This design comes from an exercise in tuning for small area, a short achievable clock period and few clock cycles per item on the open sky130 flow, not from production work. RTL that was checked went through simulation tests only; none was proved equivalent to the original.

raven:
==> flow/design.v (excerpt) <==
module inv_byte_substitution_state (
    input  logic           i_clock,
    input  logic           i_reset,
    input  logic [127:0]   i_state,
    input  logic           i_valid,
    output logic           o_ready,
    output logic [127:0]   o_state,
    output logic           o_valid,
    input  logic           i_ready
);
export LEC_CHECK = 0
export CAP_MARGIN = 20
export CORE_MARGIN = 2
export CORE_UTILIZATION = 40
export CTS_CLUSTER_DIAMETER = 120
export CTS_CLUSTER_SIZE = 24
export SLEW_MARGIN = 20
export SYNTH_HIERARCHICAL = 1
create_clock -name core_clock -period 16.0 [get_ports {i_clock}]
standard.sh (not shown) runs the stock make flow with config.mk's settings and CLKGATE_MAP_FILE= SYNTH_SCRIPT=/design/flow/synth_recipe.tcl, a recipe that flattens the netlist after the stock synthesis.
==> flow/flow/run.sh <==
#!/bin/bash
# The standard layout, with plain buf_2 cells as the port buffers instead of the delay
# buffer that buffer_ports picks by default. Everything else is the standard flow.
set -euo pipefail
bash standard.sh "BUFFER_PORTS_ARGS=-buffer_cell sky130_fd_sc_hd__buf_2" SETUP_SLACK_MARGIN=11.4 finish > standard_flow.log 2>&1
Testbench counts of raven, summed over its fixed seeds: cycles 1,616, items 1,600.
Input-level comparison between ember and raven:
- CTS_CLUSTER_DIAMETER: 120 -> 60
- CTS_BUF_LIST: unset -> sky130_fd_sc_hd__clkbuf_8
- CTS_CLUSTER_SIZE: 24 -> 16
Having completed the whole flow, ember delivered a layout that passed the timing, design-rule and antenna checks.
Taking raven as the reference, in ember routed wire length on met3 increased by about 8% relative to the old numbers, core utilization of the finished layout increased by 0.41 points relative to the old numbers.
Looking at deepest level of the CTS H-tree, ember sits above raven.
Taking raven over ember, the clock-buffer cell count ratio works out to 0.55.
Clock tree buffer depth came out exactly the same in raven and ember.
ember has largest clock skew in the final design above what raven had.
Routed wire in ember totals more than in raven.
On total number of nets in the final design, the higher figure sits with ember, not raven.
What sierra does differently from ember at the input level:
- a change of CORE_UTILIZATION from 40 to 55
- a change of CTS_CLUSTER_SIZE from 16 to 20
- a deleted CTS_BUF_LIST that had been sky130_fd_sc_hd__clkbuf_8
- a change of CTS_CLUSTER_DIAMETER from 60 to 80
[summary]
sierra: final area is 290 um2 lower than what ember reported.
sierra: fill cell total of the finished layout lower than ember
On worst hold slack, sierra and ember are neck and neck.
Between sierra and ember, the headroom to the max-slew limit is lower for ember.
Compare sierra and ember | via count of the first global-routing pass lower: ember
Comparing sierra and ember, the higher share of the core filled with cells is on sierra.
Measured against each other, sierra and ember differ in data arrival at the endpoint of the critical path, the lower figure coming from ember.
More vias were needed by sierra than by ember.
The footprint of the multi-input gates was comparable across sierra and ember.
Compared with ember, routed via count divided by cell count in sierra increased by a little under 10%.
The inputs of harbor differ from those of sierra as listed below.
- PLACE_DENSITY newly set to 0.75
- CORE_UTILIZATION changed from 55 to 40
==> flow/flow/run.sh <==
#!/bin/bash
set -euo pipefail
bash standard.sh "BUFFER_PORTS_ARGS=-buffer_cell sky130_fd_sc_hd__buf_2" SETUP_SLACK_MARGIN=11.4 finish > standard_flow.log 2>&1
[summary]
Lower final standard cell utilization of the core was reported by harbor, not sierra. Going from sierra to harbor, number of optimization iterations in the first detailed-route pass lost 3, relative area of clock buffers and inverters in the final design neither gained nor lost much. harbor vs. sierra: die area went up by 37%. harbor vs sierra: final cell area excluding filler cells up slightly. Higher worst setup slack was reported by harbor, not sierra.

---

## main
Starting RTL as in the previous note.
Settings: LEC_CHECK=0, CAP_MARGIN=20, CORE_MARGIN=2, CORE_UTILIZATION=40, CTS_CLUSTER_DIAMETER=80, CTS_CLUSTER_SIZE=20, SLEW_MARGIN=20, SYNTH_HIERARCHICAL=1; clock period 16.0 ns.
==> flow/flow/run.sh <==
#!/bin/bash
# The standard layout, with plain buf_2 cells as the port buffers instead of the delay
# buffer that buffer_ports picks by default. Everything else is the standard flow.
set -euo pipefail
bash standard.sh "BUFFER_PORTS_ARGS=-buffer_cell sky130_fd_sc_hd__buf_2" SETUP_SLACK_MARGIN=11.3 finish > standard_flow.log 2>&1
Testbench counts of main, summed over its fixed seeds: cycles 1,616, items 1,600.
Edits applied to the flow inputs when going from main to the feature branch:
diff --git a/flow/flow/run.sh b/flow/flow/run.sh
--- a/flow/flow/run.sh
+++ b/flow/flow/run.sh
@@ -5 +5 @@
-bash standard.sh "BUFFER_PORTS_ARGS=-buffer_cell sky130_fd_sc_hd__buf_2" SETUP_SLACK_MARGIN=11.3 finish > standard_flow.log 2>&1
+bash standard.sh "BUFFER_PORTS_ARGS=-buffer_cell sky130_fd_sc_hd__buf_2" SETUP_SLACK_MARGIN=11.4 finish > standard_flow.log 2>&1
Findings:
The flow did not stop early for the feature branch: all stages ran, and the layout cleared the timing, design-rule and antenna checks.
Core occupancy in the finished layout was lower in main than in the feature branch.
On minimum setup slack among reg-to-reg paths: between main and the feature branch, it ends up lower for main.
Final cell count: the feature branch vs main, no meaningful difference
Between the feature branch and main, the hold slack figures differ only marginally.

---

Another version of the RTL of inv_byte_substitution_state (not shown whole).
Size: about 390 flip-flops, ~260 I/O pins, roughly 0.029 sq mm of cells after synthesis.
export LEC_CHECK = 0
export CAP_MARGIN = 20
export CORE_MARGIN = 2
export CORE_UTILIZATION = 40
export CTS_CLUSTER_DIAMETER = 80
export CTS_CLUSTER_SIZE = 20
export SLEW_MARGIN = 20
export SYNTH_HIERARCHICAL = 1
create_clock -name core_clock -period 16.0 [get_ports {i_clock}]
==> flow/flow/run.sh <==
#!/bin/bash
# The standard layout, with plain buf_2 cells as the port buffers instead of the delay
# buffer that buffer_ports picks by default. Everything else is the standard flow.
set -euo pipefail
bash standard.sh "BUFFER_PORTS_ARGS=-buffer_cell sky130_fd_sc_hd__buf_2" SETUP_SLACK_MARGIN=11.6 finish > standard_flow.log 2>&1
The first run ran to the end with no violations.
==> next run, changes <==
--- a/flow/flow/run.sh
+++ b/flow/flow/run.sh
@@ -5 +5 @@
-bash standard.sh "BUFFER_PORTS_ARGS=-buffer_cell sky130_fd_sc_hd__buf_2" SETUP_SLACK_MARGIN=11.6 finish > standard_flow.log 2>&1
+bash standard.sh "BUFFER_PORTS_ARGS=-buffer_cell sky130_fd_sc_hd__buf_2" SETUP_SLACK_MARGIN=11.4 finish > standard_flow.log 2>&1
Outcome:
- The changed run passed the timing, design-rule and antenna checks
- routed wire length went down slightly
- synthesized cell count is unchanged
- setup slack gets worse by 9.6 ps
Function was not checked in any run of this note: the RTL went through the layout flow alone.

---

RTL: one of the versions met above, not the one the previous note started from.
Size: ~3400 cells after synthesis, roughly 390 flip-flops, ~260 I/O pins, ~29000 um^2 of cells after synthesis.
Settings: LEC_CHECK=0, CAP_MARGIN=20, CORE_MARGIN=2, CORE_UTILIZATION=40, CTS_BUF_LIST=sky130_fd_sc_hd__clkbuf_8, SLEW_MARGIN=20, SYNTH_HIERARCHICAL=1; clock period 16.0 ns.
==> flow/flow/run.sh <==
#!/bin/bash
# The standard layout, with plain buf_2 cells as the port buffers instead of the delay
# buffer that buffer_ports picks by default. Everything else is the standard flow.
set -euo pipefail
bash standard.sh "BUFFER_PORTS_ARGS=-buffer_cell sky130_fd_sc_hd__buf_2" SETUP_SLACK_MARGIN=11.4 finish > standard_flow.log 2>&1
The starting point completed without violations.
Testbench counts at the start, summed over its fixed seeds: cycles 1,616, items 1,600.
Next try:
Settings changed: CTS_CLUSTER_SIZE set to 16.
Outcome: The changed run produced a clean layout; worst setup slack stays the same; synthesized cell count is unchanged; final area is unchanged; fmax is unchanged; critical path depth does not change; area after synthesis is unchanged; core utilization does not change; sequential share of layout area stays the same; routed wire length is unchanged; via count does not change.
Next try:
==> flow/flow/run.sh (replaced) <==
#!/bin/bash
# The standard layout (standard.sh) with one change: the port buffers are plain buf_2
# cells instead of the delay buffer that buffer_ports picks by default (every input and
# output port still gets its own buffer). The whole make output goes to standard_flow.log
# in the work folder.
set -euo pipefail
bash standard.sh "BUFFER_PORTS_ARGS=-buffer_cell sky130_fd_sc_hd__buf_2" finish > standard_flow.log 2>&1
Settings changed: CTS_BUF_LIST sky130_fd_sc_hd__clkbuf_8 to unset, CTS_CLUSTER_DIAMETER set to 80, CTS_CLUSTER_SIZE 16 to 20.
Effect: The changed run produced a clean layout. Register-to-register slack loses 0.32 ns. Wire length went down slightly. Die area does not change. Non-clock buffer count went up by 1. Cell count drops slightly. Final area goes down by a few percent. Count of clock-buffer cells in the layout shrinks by 45.
Next try:
==> flow/flow/run.sh (replaced) <==
#!/bin/bash
set -euo pipefail
bash standard.sh "BUFFER_PORTS_ARGS=-buffer_cell sky130_fd_sc_hd__buf_2" SETUP_SLACK_MARGIN=11.4 finish > standard_flow.log 2>&1
Settings changed: CTS_BUF_LIST set to sky130_fd_sc_hd__clkbuf_8.
Result: Worst setup slack improved by 0.12 ns; fmax rises by a few percent; critical path depth falls by 15; synthesized cell count does not change; sequential share of layout area rises by 0.11 points; die area is unchanged; design area barely changes.
Next try:
Settings changed: CTS_BUF_LIST sky130_fd_sc_hd__clkbuf_8 to unset.
Effect: Count of clock-buffer cells in the layout rose by 1; worst hold slack loses 0.0064 ns; utilization went up by 0.46 points; area after synthesis stays the same; worst setup slack gains 0.090 ns; final cell count hardly moves; clock skew stays flat; cell area is higher by 1.0%; die area is unchanged; first-iteration DRC count went up by 1.9%.
Next try:
==> flow/flow/run.sh (replaced) <==
#!/bin/bash
# The standard layout, with plain buf_2 cells as the port buffers instead of the delay
# buffer that buffer_ports picks by default. Everything else is the standard flow.
set -euo pipefail
bash standard.sh "BUFFER_PORTS_ARGS=-buffer_cell sky130_fd_sc_hd__buf_2" SETUP_SLACK_MARGIN=11.4 finish > standard_flow.log 2>&1
Settings changed: CTS_CLUSTER_DIAMETER 80 to unset, CTS_CLUSTER_SIZE 20 to unset.
- The changed run completed with no timing, DRC or antenna violations
- die area does not change
- sequential share of layout area fell by 0.51 points
- routed wire length rose slightly
- area after synthesis does not change
- synthesized cell count does not change
- worst hold slack barely changes
- utilization rose by 0.90 points
- final cell count rose slightly

---

Another version of the RTL of inv_byte_substitution_state (not shown whole).
Size: roughly 260 I/O pins, ~0.031 mm^2 of cells after synthesis.
clock: 16.0 ns
lec_check: 0
cap_margin: 20
core_margin: 2
core_utilization: 40
slew_margin: 20
synth_hierarchical: 1
==> flow/flow/run.sh <==
#!/bin/bash
# The standard layout, with plain buf_2 cells as the port buffers instead of the delay
# buffer that buffer_ports picks by default. Everything else is the standard flow.
set -euo pipefail
bash standard.sh "BUFFER_PORTS_ARGS=-buffer_cell sky130_fd_sc_hd__buf_2" finish > standard_flow.log 2>&1
The baseline passed the timing, design-rule and antenna checks.
Testbench counts at the start, summed over its fixed seeds: cycles 1,616, items 1,600.
Change:
==> flow/flow/run.sh (replaced) <==
#!/bin/bash
# The standard layout, with plain buf_2 cells as the port buffers instead of the delay
# buffer that buffer_ports picks by default. Everything else is the standard flow.
set -euo pipefail
bash standard.sh "BUFFER_PORTS_ARGS=-buffer_cell sky130_fd_sc_hd__buf_2" SETUP_SLACK_MARGIN=11.0 finish > standard_flow.log 2>&1
After rerunning: Utilization came out higher by 2.1 points. Cell area came out higher by 4.8%. Wire length came out higher by 1.8%.
Change:
==> flow/flow/run.sh (replaced) <==
#!/bin/bash
# The standard layout, with plain buf_2 cells as the port buffers instead of the delay
# buffer that buffer_ports picks by default. Everything else is the standard flow.
set -euo pipefail
bash standard.sh "BUFFER_PORTS_ARGS=-buffer_cell sky130_fd_sc_hd__buf_2" SETUP_SLACK_MARGIN=11.6 finish > standard_flow.log 2>&1
=>
- global-route usage goes up by 1.1 points
- cell count goes up by 9.0%
- core utilization goes up by 6.9 points
- worst setup slack improved by 0.24 ns
- via count goes up by 9.9%
- routed wire length goes up by 15%
- cell area goes up by 15%
- sequential share of layout area goes down by 4.2 points

---

== run 1 ==
Another version of the RTL of inv_byte_substitution_state (not shown whole).
Size in the first run: about 3000 cells after synthesis, about 390 flip-flops, about 260 I/O pins, about 30000 um^2 of cells after synthesis.
Settings: LEC_CHECK=0, CAP_MARGIN=20, CORE_MARGIN=2, CORE_UTILIZATION=40, SLEW_MARGIN=20, SYNTH_HIERARCHICAL=1; clock period 16.0 ns.
==> flow/flow/run.sh <==
#!/bin/bash
# The standard layout, with plain buf_2 cells as the port buffers instead of the delay
# buffer that buffer_ports picks by default. Everything else is the standard flow.
set -euo pipefail
bash standard.sh "BUFFER_PORTS_ARGS=-buffer_cell sky130_fd_sc_hd__buf_2" finish > standard_flow.log 2>&1
Testbench counts of run 1, summed over its fixed seeds: cycles 1,616, items 1,600.
[inputs] run 4 vs run 1
--- a/flow/flow/run.sh
+++ b/flow/flow/run.sh
@@ -5 +5 @@
-bash standard.sh "BUFFER_PORTS_ARGS=-buffer_cell sky130_fd_sc_hd__buf_2" finish > standard_flow.log 2>&1
+bash standard.sh "BUFFER_PORTS_ARGS=-buffer_cell sky130_fd_sc_hd__buf_2" SETUP_SLACK_MARGIN=11.4 finish > standard_flow.log 2>&1
==> results.txt <==
On number of antenna repair diodes, run 1 and run 4 are basically level.
In run 4, the via count of the first global-routing pass came out about 0.9% above the value in run 1.
Summary — via count, run 4 relative to run 1: higher, by 136.
Of run 1 and run 4, run 4 shows the lower sequential share of layout area, with run 1 above it.
Taking run 1 as the reference, in run 4 number of clock buffers inserted by TritonCTS rose by 2.3%; routed wire length rose by 1.6%; transition time at the pin with the least slew margin rose by 56 ps.

---

== wip/delta ==
RTL: one of the versions met above, not the one the previous note started from.
Size in the first run: roughly 3,400 cells after synthesis, ~390 flip-flops, ~260 I/O pins.
export LEC_CHECK = 0
export CAP_MARGIN = 20
export CORE_MARGIN = 2
export CORE_UTILIZATION = 40
export CTS_CLUSTER_DIAMETER = 80
export CTS_CLUSTER_SIZE = 20
export SLEW_MARGIN = 20
export SYNTH_HIERARCHICAL = 1
create_clock -name core_clock -period 16.0 [get_ports {i_clock}]
==> flow/flow/run.sh <==
#!/bin/bash
# The standard layout, with plain buf_2 cells as the port buffers instead of the delay
# buffer that buffer_ports picks by default. Everything else is the standard flow.
set -euo pipefail
bash standard.sh "BUFFER_PORTS_ARGS=-buffer_cell sky130_fd_sc_hd__buf_2" finish > standard_flow.log 2>&1
Testbench counts of wip/delta, summed over its fixed seeds: cycles 1,616, items 1,600.
What wip/quartz does differently from wip/delta at the input level:
Settings: a change of CTS_CLUSTER_SIZE from 20 to 24; a deleted CTS_CLUSTER_DIAMETER that had been 80.
==> flow/flow/run.sh <==
#!/bin/bash
# The standard layout, with plain buf_2 cells as the port buffers instead of the delay
# buffer that buffer_ports picks by default. Everything else is the standard flow.
set -euo pipefail
bash standard.sh "BUFFER_PORTS_ARGS=-buffer_cell sky130_fd_sc_hd__buf_2" SETUP_SLACK_MARGIN=11.4 finish > standard_flow.log 2>&1
--- outcome ---
- Changes observed in wip/quartz relative to wip/delta: smallest hold slack went down by 0.0036 ns, design area went up by 3.2%, via count was more or less identical, wire length was more or less identical.
- Higher critical path data required time among wip/delta and wip/quartz: wip/delta

==> afterwards: timing with drivers on the ports <==
The flow's constraints put no driver on any port. The routed layouts listed below were extracted and timed again, unchanged, in two steps.
Step 1 sets driving cells, clkbuf_16 on the clock port and buf_2 on the other inputs (assumed; they add their load-dependent delay and slew).
Step 2 adds t to the input delays and takes it off the output delays; t is the mean of the earliest and latest rising clock arrival at the registers after step 1. Input paths then give back, and output paths get back, about the clock's delay inside the block.
Slacks: no drivers / after step 1 / after step 2; pairs: no drivers / after step 1.
| run | t (ns) | setup slack, ns | pins driven straight from the clock port |
|---|---|---|---|
| raven | 0.633 | 11.613 / 11.551 / 11.245 | 1 |
| ember | 0.693 | 11.572 / 11.509 / 11.240 | 1 |
| sierra | 0.653 | 11.552 / 11.486 / 11.260 | 1 |
| harbor | 0.653 | 11.560 / 11.500 / 11.154 | 1 |
| main | 0.674 | 11.598 / 11.536 / 11.246 | 1 |
| the feature branch | 0.674 | 11.601 / 11.538 / 11.235 | 1 |
| the first run of note 3 | 0.625 | 11.615 / 11.554 / 11.286 | 1 |
| the second run of note 3 | 0.625 | 11.605 / 11.545 / 11.270 | 1 |
| the first run of note 4 | 0.701 | 11.585 / 11.523 / 11.218 | 1 |
| the second run of note 4 | 0.701 | 11.585 / 11.523 / 11.218 | 1 |
| the third run of note 4 | 0.613 | 11.393 / 11.393 / 11.241 | 1 |
| the fourth run of note 4 | 0.740 | 11.512 / 11.449 / 11.265 | 1 |
| the fifth run of note 4 | 0.674 | 11.601 / 11.538 / 11.235 | 1 |
| the sixth run of note 4 | 0.628 | 11.648 / 11.586 / 11.256 | 1 |
| the first run of note 5 | 0.627 | 10.836 / 10.836 / 10.836 | 1 |
| the second run of note 5 | 0.627 | 11.317 / 11.313 / 11.195 | 1 |
| the third run of note 5 | 0.640 | 11.559 / 11.496 / 11.243 | 1 |
| run 1 | 0.621 | 11.494 / 11.494 / 10.958 | 1 |
| run 4 | 0.627 | 11.606 / 11.545 / 11.244 | 1 |
| wip/delta | 0.613 | 11.393 / 11.393 / 11.241 | 1 |
| wip/quartz | 0.628 | 11.648 / 11.586 / 11.256 | 1 |
After both steps setup and hold are still met in every run listed. For run 1, which loses most, drivers alone change the setup slack by 0.000 ns; drivers and shift together by -0.536 ns.
